Background: an optimization exercise with open tools, aiming at small area. Do not read the settings as production practice.
Function was checked by simulation only, so behaviour that the tests miss may differ from the original.
Power figures rest on the tool's default switching activity, not on a simulated workload.

## P
==> flow/design.v <==
package ibex_pkg;
  typedef struct packed {
    logic [63:0] cycle;
    logic [31:0] hart;
    logic [63:0] order;
    logic [31:0] pc;
    logic [31:0] next_pc;
    logic [31:0] insn;
    logic [1:0]  mode;
    logic        trap;
    logic        halt;
    logic        intr;
    logic        compressed;
    logic [4:0]  rd_addr;
    logic [31:0] rd_wdata;
    logic [31:0] mem_addr;
    logic [3:0]  mem_rmask;
    logic [3:0]  mem_wmask;
    logic [31:0] mem_data;
  } trace_rec_t;
  localparam int unsigned TraceRecW = 371;   
  typedef struct packed {
    logic [63:0] cycle;
    logic [63:0] order;
    logic [31:0] pc;
    logic [31:0] next_pc;
    logic [31:0] insn;
    logic [1:0]  mode;
    logic        trap;
    logic        halt;
    logic        intr;
    logic [4:0]  rd_addr;
    logic [31:0] rd_wdata;
    logic [31:0] mem_addr;
    logic [3:0]  mem_rmask;
    logic [3:0]  mem_wmask;
    logic [31:0] mem_data;
  } slot_rec_t;
  localparam int unsigned SlotRecW = 338;   
  typedef enum logic [1:0] {
    MEM_NONE  = 2'd0,
    MEM_READ  = 2'd1,
    MEM_WRITE = 2'd2
  } mem_kind_e;
  function automatic logic [1:0] mem_kind_of(input logic [3:0] rmask,
                                             input logic [3:0] wmask);
    if (wmask != 4'b0000) begin
      mem_kind_of = 2'd2;   
    end else if (rmask != 4'b0000) begin
      mem_kind_of = 2'd1;    
    end else begin
      mem_kind_of = 2'd0;    
    end
  endfunction
  function automatic logic is_compressed(input logic [31:0] insn);
    is_compressed = insn[1:0] != 2'b11;
  endfunction
  function automatic logic is_succ(input logic [63:0] a, input logic [63:0] b);
    logic [63:0] t;
    t = a ^ b;
    is_succ = ((t ^ {t[62:0] & b[62:0], 1'b1}) == 64'd0);
  endfunction
endpackage
module ibex_trace_fifo #(
  parameter int unsigned Width = 32,
  parameter int unsigned Depth = 4
) (
  input  logic                   clk_i,
  input  logic                   rst_ni,
  input  logic                   push_i,
  input  logic [Width-1:0]       wdata_i,
  output logic                   full_o,
  input  logic                   pop_i,
  output logic                   empty_o,
  output logic [Depth-1:0]       head_sel_o,
  output logic [Depth*Width-1:0] slots_o
);
  localparam int unsigned AddrW = $clog2(Depth);
  localparam int unsigned PtrW  = AddrW + 1;
  logic [PtrW-1:0]  wr_ptr_q, rd_ptr_q;
  logic [AddrW-1:0] wr_idx, rd_idx;
  logic             push_acc, pop_acc;
  logic [Width-1:0] mem_q [Depth];
  assign wr_idx  = wr_ptr_q[AddrW-1:0];
  assign rd_idx  = rd_ptr_q[AddrW-1:0];
  assign empty_o = (wr_ptr_q == rd_ptr_q);
  assign full_o  = (wr_ptr_q[AddrW] != rd_ptr_q[AddrW]) && (wr_idx == rd_idx);
  assign pop_acc  = pop_i & ~empty_o;
  assign push_acc = push_i & (~full_o | pop_acc);
  always_ff @(posedge clk_i or negedge rst_ni) begin
    if (!rst_ni) begin
      wr_ptr_q <= '0;
      rd_ptr_q <= '0;
    end else begin
      wr_ptr_q <= wr_ptr_q + PtrW'(push_acc);
      rd_ptr_q <= rd_ptr_q + PtrW'(pop_acc);
    end
  end
  for (genvar gi = 0; gi < Depth; gi++) begin : g_slot
    always_ff @(posedge clk_i) begin
      if (push_acc && (wr_idx == AddrW'(gi))) begin
        mem_q[gi] <= wdata_i;
      end
    end
    assign head_sel_o[gi]            = ~empty_o & (rd_idx == AddrW'(gi));
    assign slots_o[gi*Width +: Width] = mem_q[gi];
  end
endmodule
module ibex_rvfi_tracer #(
  parameter int unsigned Depth    = 4,
  parameter int unsigned DropCntW = 16
) (
  input  logic                clk_i,
  input  logic                rst_ni,
  input  logic [31:0]         hart_id_i,
  input  logic                rvfi_valid,
  input  logic [63:0]         rvfi_order,
  input  logic [31:0]         rvfi_insn,
  input  logic                rvfi_trap,
  input  logic                rvfi_halt,
  input  logic                rvfi_intr,
  input  logic [1:0]          rvfi_mode,
  input  logic [31:0]         rvfi_pc_rdata,
  input  logic [31:0]         rvfi_pc_wdata,
  input  logic [4:0]          rvfi_rd_addr,
  input  logic [31:0]         rvfi_rd_wdata,
  input  logic [31:0]         rvfi_mem_addr,
  input  logic [3:0]          rvfi_mem_rmask,
  input  logic [3:0]          rvfi_mem_wmask,
  input  logic [31:0]         rvfi_mem_rdata,
  input  logic [31:0]         rvfi_mem_wdata,
  output logic                trace_valid_o,
  input  logic                trace_ready_i,
  output logic [ibex_pkg::TraceRecW-1:0] trace_rec_o,
  output logic                order_err_o,
  output logic                overflow_o,
  output logic [DropCntW-1:0] drop_cnt_o,
  output logic [63:0]         retired_cnt_o
  );
  localparam int unsigned SlotW = ibex_pkg::SlotRecW;
  ibex_pkg::slot_rec_t   slot_d;
  ibex_pkg::trace_rec_t  rec_out;
  logic [Depth-1:0]       head_sel;
  logic [Depth*SlotW-1:0] slots;
  logic                   fifo_full, fifo_empty;
  logic                   pop, drop;
  logic                   wr_kind;
  logic [3:0]             wbyte, rbyte;
  logic [63:0]         cycle_q;
  logic [63:0]         retired_q;
  logic [DropCntW-1:0] drop_cnt_q;
  logic                overflow_q;
  logic                order_first_q;
  logic [63:0]         order_last_q;
  logic                order_err_q;
  assign wr_kind = rvfi_mem_wmask != 4'b0000;
  assign wbyte   = rvfi_mem_wmask & {4{wr_kind}};
  assign rbyte   = rvfi_mem_rmask & {4{~wr_kind}};
  always_comb begin
    slot_d           = '0;
    slot_d.cycle     = cycle_q;
    slot_d.order     = rvfi_order;
    slot_d.pc        = rvfi_pc_rdata;
    slot_d.next_pc   = rvfi_pc_wdata;
    slot_d.insn      = rvfi_insn;
    slot_d.mode      = rvfi_mode;
    slot_d.trap      = rvfi_trap;
    slot_d.halt      = rvfi_halt;
    slot_d.intr      = rvfi_intr;
    slot_d.rd_addr   = rvfi_rd_addr;
    slot_d.rd_wdata  = rvfi_rd_wdata;
    slot_d.mem_addr  = rvfi_mem_addr;
    slot_d.mem_rmask = rvfi_mem_rmask;
    slot_d.mem_wmask = rvfi_mem_wmask;
    for (int b = 0; b < 4; b++) begin
      slot_d.mem_data[b*8 +: 8] = (rvfi_mem_wdata[b*8 +: 8] & {8{wbyte[b]}}) |
                                  (rvfi_mem_rdata[b*8 +: 8] & {8{rbyte[b]}});
    end
  end
  assign trace_valid_o = ~fifo_empty;
  assign pop           = trace_valid_o & trace_ready_i;
  assign drop          = rvfi_valid & fifo_full & ~pop;
  ibex_trace_fifo #(
    .Width (SlotW),
    .Depth (Depth)
  ) u_fifo (
    .clk_i      (clk_i),
    .rst_ni     (rst_ni),
    .push_i     (rvfi_valid),
    .wdata_i    (slot_d),
    .full_o     (fifo_full),
    .pop_i      (pop),
    .empty_o    (fifo_empty),
    .head_sel_o (head_sel),
    .slots_o    (slots)
  );
  logic [ibex_pkg::TraceRecW-1:0] masked [Depth];
  for (genvar gi = 0; gi < Depth; gi++) begin : g_head
    ibex_pkg::slot_rec_t s;
    logic hs, hs_rd, hs_mem;
    assign s      = slots[gi*SlotW +: SlotW];
    assign hs     = head_sel[gi];
    assign hs_rd  = hs & (s.rd_addr != 5'd0);
    assign hs_mem = hs & ((s.mem_rmask != 4'b0000) | (s.mem_wmask != 4'b0000));
    assign masked[gi] = {s.cycle     & {64{hs}},
                         32'd0,
                         s.order     & {64{hs}},
                         s.pc        & {32{hs}},
                         s.next_pc   & {32{hs}},
                         s.insn      & {32{hs}},
                         s.mode      & {2{hs}},
                         s.trap      & hs,
                         s.halt      & hs,
                         s.intr      & hs,
                         1'b0,
                         s.rd_addr   & {5{hs}},
                         s.rd_wdata  & {32{hs_rd}},
                         s.mem_addr  & {32{hs_mem}},
                         s.mem_rmask & {4{hs}},
                         s.mem_wmask & {4{hs}},
                         s.mem_data  & {32{hs}}};
  end
  always_comb begin
    rec_out = '0;
    for (int i = 0; i < Depth; i++) begin
      rec_out = rec_out | masked[i];
    end
    rec_out.hart       = hart_id_i & {32{trace_valid_o}};
    rec_out.compressed = trace_valid_o & ibex_pkg::is_compressed(rec_out.insn);
  end
  assign trace_rec_o = rec_out;
  logic [63:0]         cycle_inc, retired_inc;
  logic [DropCntW-1:0] drop_cnt_inc;
  logic                drop_inc;
  assign drop_inc = drop & (drop_cnt_q != {DropCntW{1'b1}});
  ibex_blk_inc #(.W(64)) u_cycle_inc (
    .a_i (cycle_q),   .cin_i (1'b1),       .y_o (cycle_inc)
  );
  ibex_blk_inc #(.W(64)) u_retired_inc (
    .a_i (retired_q), .cin_i (rvfi_valid), .y_o (retired_inc)
  );
  ibex_blk_inc #(.W(DropCntW)) u_drop_inc (
    .a_i (drop_cnt_q), .cin_i (drop_inc),  .y_o (drop_cnt_inc)
  );
  always_ff @(posedge clk_i or negedge rst_ni) begin
    if (!rst_ni) begin
      cycle_q    <= '0;
      retired_q  <= '0;
      drop_cnt_q <= '0;
      overflow_q <= 1'b0;
    end else begin
      cycle_q    <= cycle_inc;
      retired_q  <= retired_inc;
      drop_cnt_q <= drop_cnt_inc;
      if (drop) begin
        overflow_q <= 1'b1;
      end
    end
  end
  always_ff @(posedge clk_i or negedge rst_ni) begin
    if (!rst_ni) begin
      order_first_q <= 1'b1;
      order_err_q   <= 1'b0;
    end else if (rvfi_valid) begin
      order_first_q <= 1'b0;
      if (!order_first_q && !ibex_pkg::is_succ(rvfi_order, order_last_q)) begin
        order_err_q <= 1'b1;
      end
    end
  end
  always_ff @(posedge clk_i) begin
    if (rvfi_valid) begin
      order_last_q <= rvfi_order;
    end
  end
  assign retired_cnt_o = retired_q;
  assign drop_cnt_o    = drop_cnt_q;
  assign overflow_o    = overflow_q;
  assign order_err_o   = order_err_q;
endmodule
module ibex_blk_inc #(
  parameter int unsigned W = 64,
  parameter int unsigned B = 8
) (
  input  logic [W-1:0] a_i,
  input  logic         cin_i,
  output logic [W-1:0] y_o
);
  localparam int unsigned NB = W / B;
  logic [NB:0]   blk_cy;
  logic [NB-1:0] blk_ones;
  assign blk_cy[0] = cin_i;
  for (genvar k = 0; k < NB; k++) begin : g_blk
    logic [B:0] cy;
    assign blk_ones[k] = &a_i[k*B +: B];
    assign blk_cy[k+1] = blk_cy[k] & blk_ones[k];
    assign cy[0]       = blk_cy[k];
    for (genvar i = 0; i < B; i++) begin : g_bit
      assign y_o[k*B+i] = a_i[k*B+i] ^ cy[i];
      assign cy[i+1]    = a_i[k*B+i] & cy[i];
    end
  end
endmodule
Settings: LEC_CHECK=0, CAP_MARGIN=20, CORE_MARGIN=2, CORE_UTILIZATION=50, SLEW_MARGIN=20; clock period 5.0 ns.
standard.sh (not shown) runs the stock make flow with config.mk's settings and CLKGATE_MAP_FILE= SYNTH_SCRIPT=/design/flow/synth_recipe.tcl, a recipe that flattens the netlist after the stock synthesis.
==> flow/flow/run.sh <==
#!/bin/bash
# Standard ORFS layout (the standard.sh, unchanged synthesis) with two
# layout-only changes: ports are buffered with the smallest buffer instead of
# clkdlybuf4s50_1, and CTS builds its tree from clkbuf_8 leaves driving larger
# sink clusters, without dummy balancing loads. The make output goes to
# standard_flow.log; each ORFS step keeps its own log under orfs/logs.
set -euo pipefail
export BUFFER_PORTS_ARGS="-buffer_cell sky130_fd_sc_hd__buf_1"
export CTS_ARGS="-sink_clustering_enable -repair_clock_nets -dont_use_dummy_load -buf_list {sky130_fd_sc_hd__clkbuf_8} -sink_clustering_size 16 -sink_clustering_max_diameter 50"
bash standard.sh finish > standard_flow.log 2>&1
Modified inputs, Q compared to P
diff --git a/flow/design.v b/flow/design.v
--- a/flow/design.v
+++ b/flow/design.v
@@ -226,35 +226,33 @@
       rec_out = rec_out | masked[i];
     end
     rec_out.hart       = hart_id_i & {32{trace_valid_o}};
     rec_out.compressed = trace_valid_o & ibex_pkg::is_compressed(rec_out.insn);
   end
   assign trace_rec_o = rec_out;
-  logic [63:0]         cycle_inc, retired_inc;
-  logic [DropCntW-1:0] drop_cnt_inc;
-  logic                drop_inc;
+  logic [63:0] cycle_inc;
+  logic [64:0] cycle_cy;
+  logic        drop_inc;
+  always_comb begin
+    cycle_cy[0] = 1'b1;
+    for (int i = 0; i < 64; i++) begin
+      cycle_inc[i]  = cycle_q[i] ^ cycle_cy[i];
+      cycle_cy[i+1] = cycle_q[i] & cycle_cy[i];
+    end
+  end
   assign drop_inc = drop & (drop_cnt_q != {DropCntW{1'b1}});
-  ibex_blk_inc #(.W(64)) u_cycle_inc (
-    .a_i (cycle_q),   .cin_i (1'b1),       .y_o (cycle_inc)
-  );
-  ibex_blk_inc #(.W(64)) u_retired_inc (
-    .a_i (retired_q), .cin_i (rvfi_valid), .y_o (retired_inc)
-  );
-  ibex_blk_inc #(.W(DropCntW)) u_drop_inc (
-    .a_i (drop_cnt_q), .cin_i (drop_inc),  .y_o (drop_cnt_inc)
-  );
   always_ff @(posedge clk_i or negedge rst_ni) begin
     if (!rst_ni) begin
       cycle_q    <= '0;
       retired_q  <= '0;
       drop_cnt_q <= '0;
       overflow_q <= 1'b0;
     end else begin
       cycle_q    <= cycle_inc;
-      retired_q  <= retired_inc;
-      drop_cnt_q <= drop_cnt_inc;
+      retired_q  <= retired_q + {63'd0, rvfi_valid};
+      drop_cnt_q <= drop_cnt_q + {{(DropCntW-1){1'b0}}, drop_inc};
       if (drop) begin
         overflow_q <= 1'b1;
       end
     end
   end
   always_ff @(posedge clk_i or negedge rst_ni) begin
@@ -275,29 +273,6 @@
   end
   assign retired_cnt_o = retired_q;
   assign drop_cnt_o    = drop_cnt_q;
   assign overflow_o    = overflow_q;
   assign order_err_o   = order_err_q;
 endmodule
-module ibex_blk_inc #(
-  parameter int unsigned W = 64,
-  parameter int unsigned B = 8
-) (
-  input  logic [W-1:0] a_i,
-  input  logic         cin_i,
-  output logic [W-1:0] y_o
-);
-  localparam int unsigned NB = W / B;
-  logic [NB:0]   blk_cy;
-  logic [NB-1:0] blk_ones;
-  assign blk_cy[0] = cin_i;
-  for (genvar k = 0; k < NB; k++) begin : g_blk
-    logic [B:0] cy;
-    assign blk_ones[k] = &a_i[k*B +: B];
-    assign blk_cy[k+1] = blk_cy[k] & blk_ones[k];
-    assign cy[0]       = blk_cy[k];
-    for (genvar i = 0; i < B; i++) begin : g_bit
-      assign y_o[k*B+i] = a_i[k*B+i] ^ cy[i];
-      assign cy[i+1]    = a_i[k*B+i] & cy[i];
-    end
-  end
-endmodule
[summary]
No crash in Q: every stage finished, but the layout fails its final checks due to setup timing. Going from P to Q, sequential cell power ~0 delta; wire length fell by about 2.3%; share of the final layout cell area in sequential cells moved down; clock skew went up; power share of the combinational group climbed 1.7 points. Count of clock-buffer cells in the layout up 1.4% in Q wrt P. Reported leakage power | Q below P. Comparing P and Q, well tap count is higher on Q. Comparing P and Q, the lower switching share of power was measured on Q. Between P and Q, the clock network power share is higher for P. Going from P to Q, the worst-margin pin slew was found to have gone down by 100 ps. Changes observed in Q relative to P: area of the core +1200 sq um; synthesized cell area +about 0.35%; effective utilization at floorplan -0.37 points.

port drivers added, routing unchanged:
Ports are ideal in the flow. The routed layouts listed here were re-timed in OpenROAD.
Step 1 (the two cells are an assumption about what drives the block):
set clk [get_ports {clk_i}]
set_driving_cell -lib_cell sky130_fd_sc_hd__clkbuf_16 $clk
set_driving_cell -lib_cell sky130_fd_sc_hd__buf_2 [delete_from_list [all_inputs] $clk]
Step 2 moves the port delays by t, midway between the first and last clock arrival at a register: inputs arrive t later, outputs are due t later. That takes back most of the time a late clock gives input paths.
Slacks: ideal / step 1 / step 2; pairs: ideal / step 1.
run | t (ns) | setup slack, ns | worst setup path at the end | worst data-port slew with drivers (ns) | cell pins on the clock port's net
P | 0.869 | 0.368 / 0.294 / 1.153 | input to register | 0.16 | 1
Q | 0.856 | -5.306 / -5.306 / -5.306 | register to register | 0.13 | 1
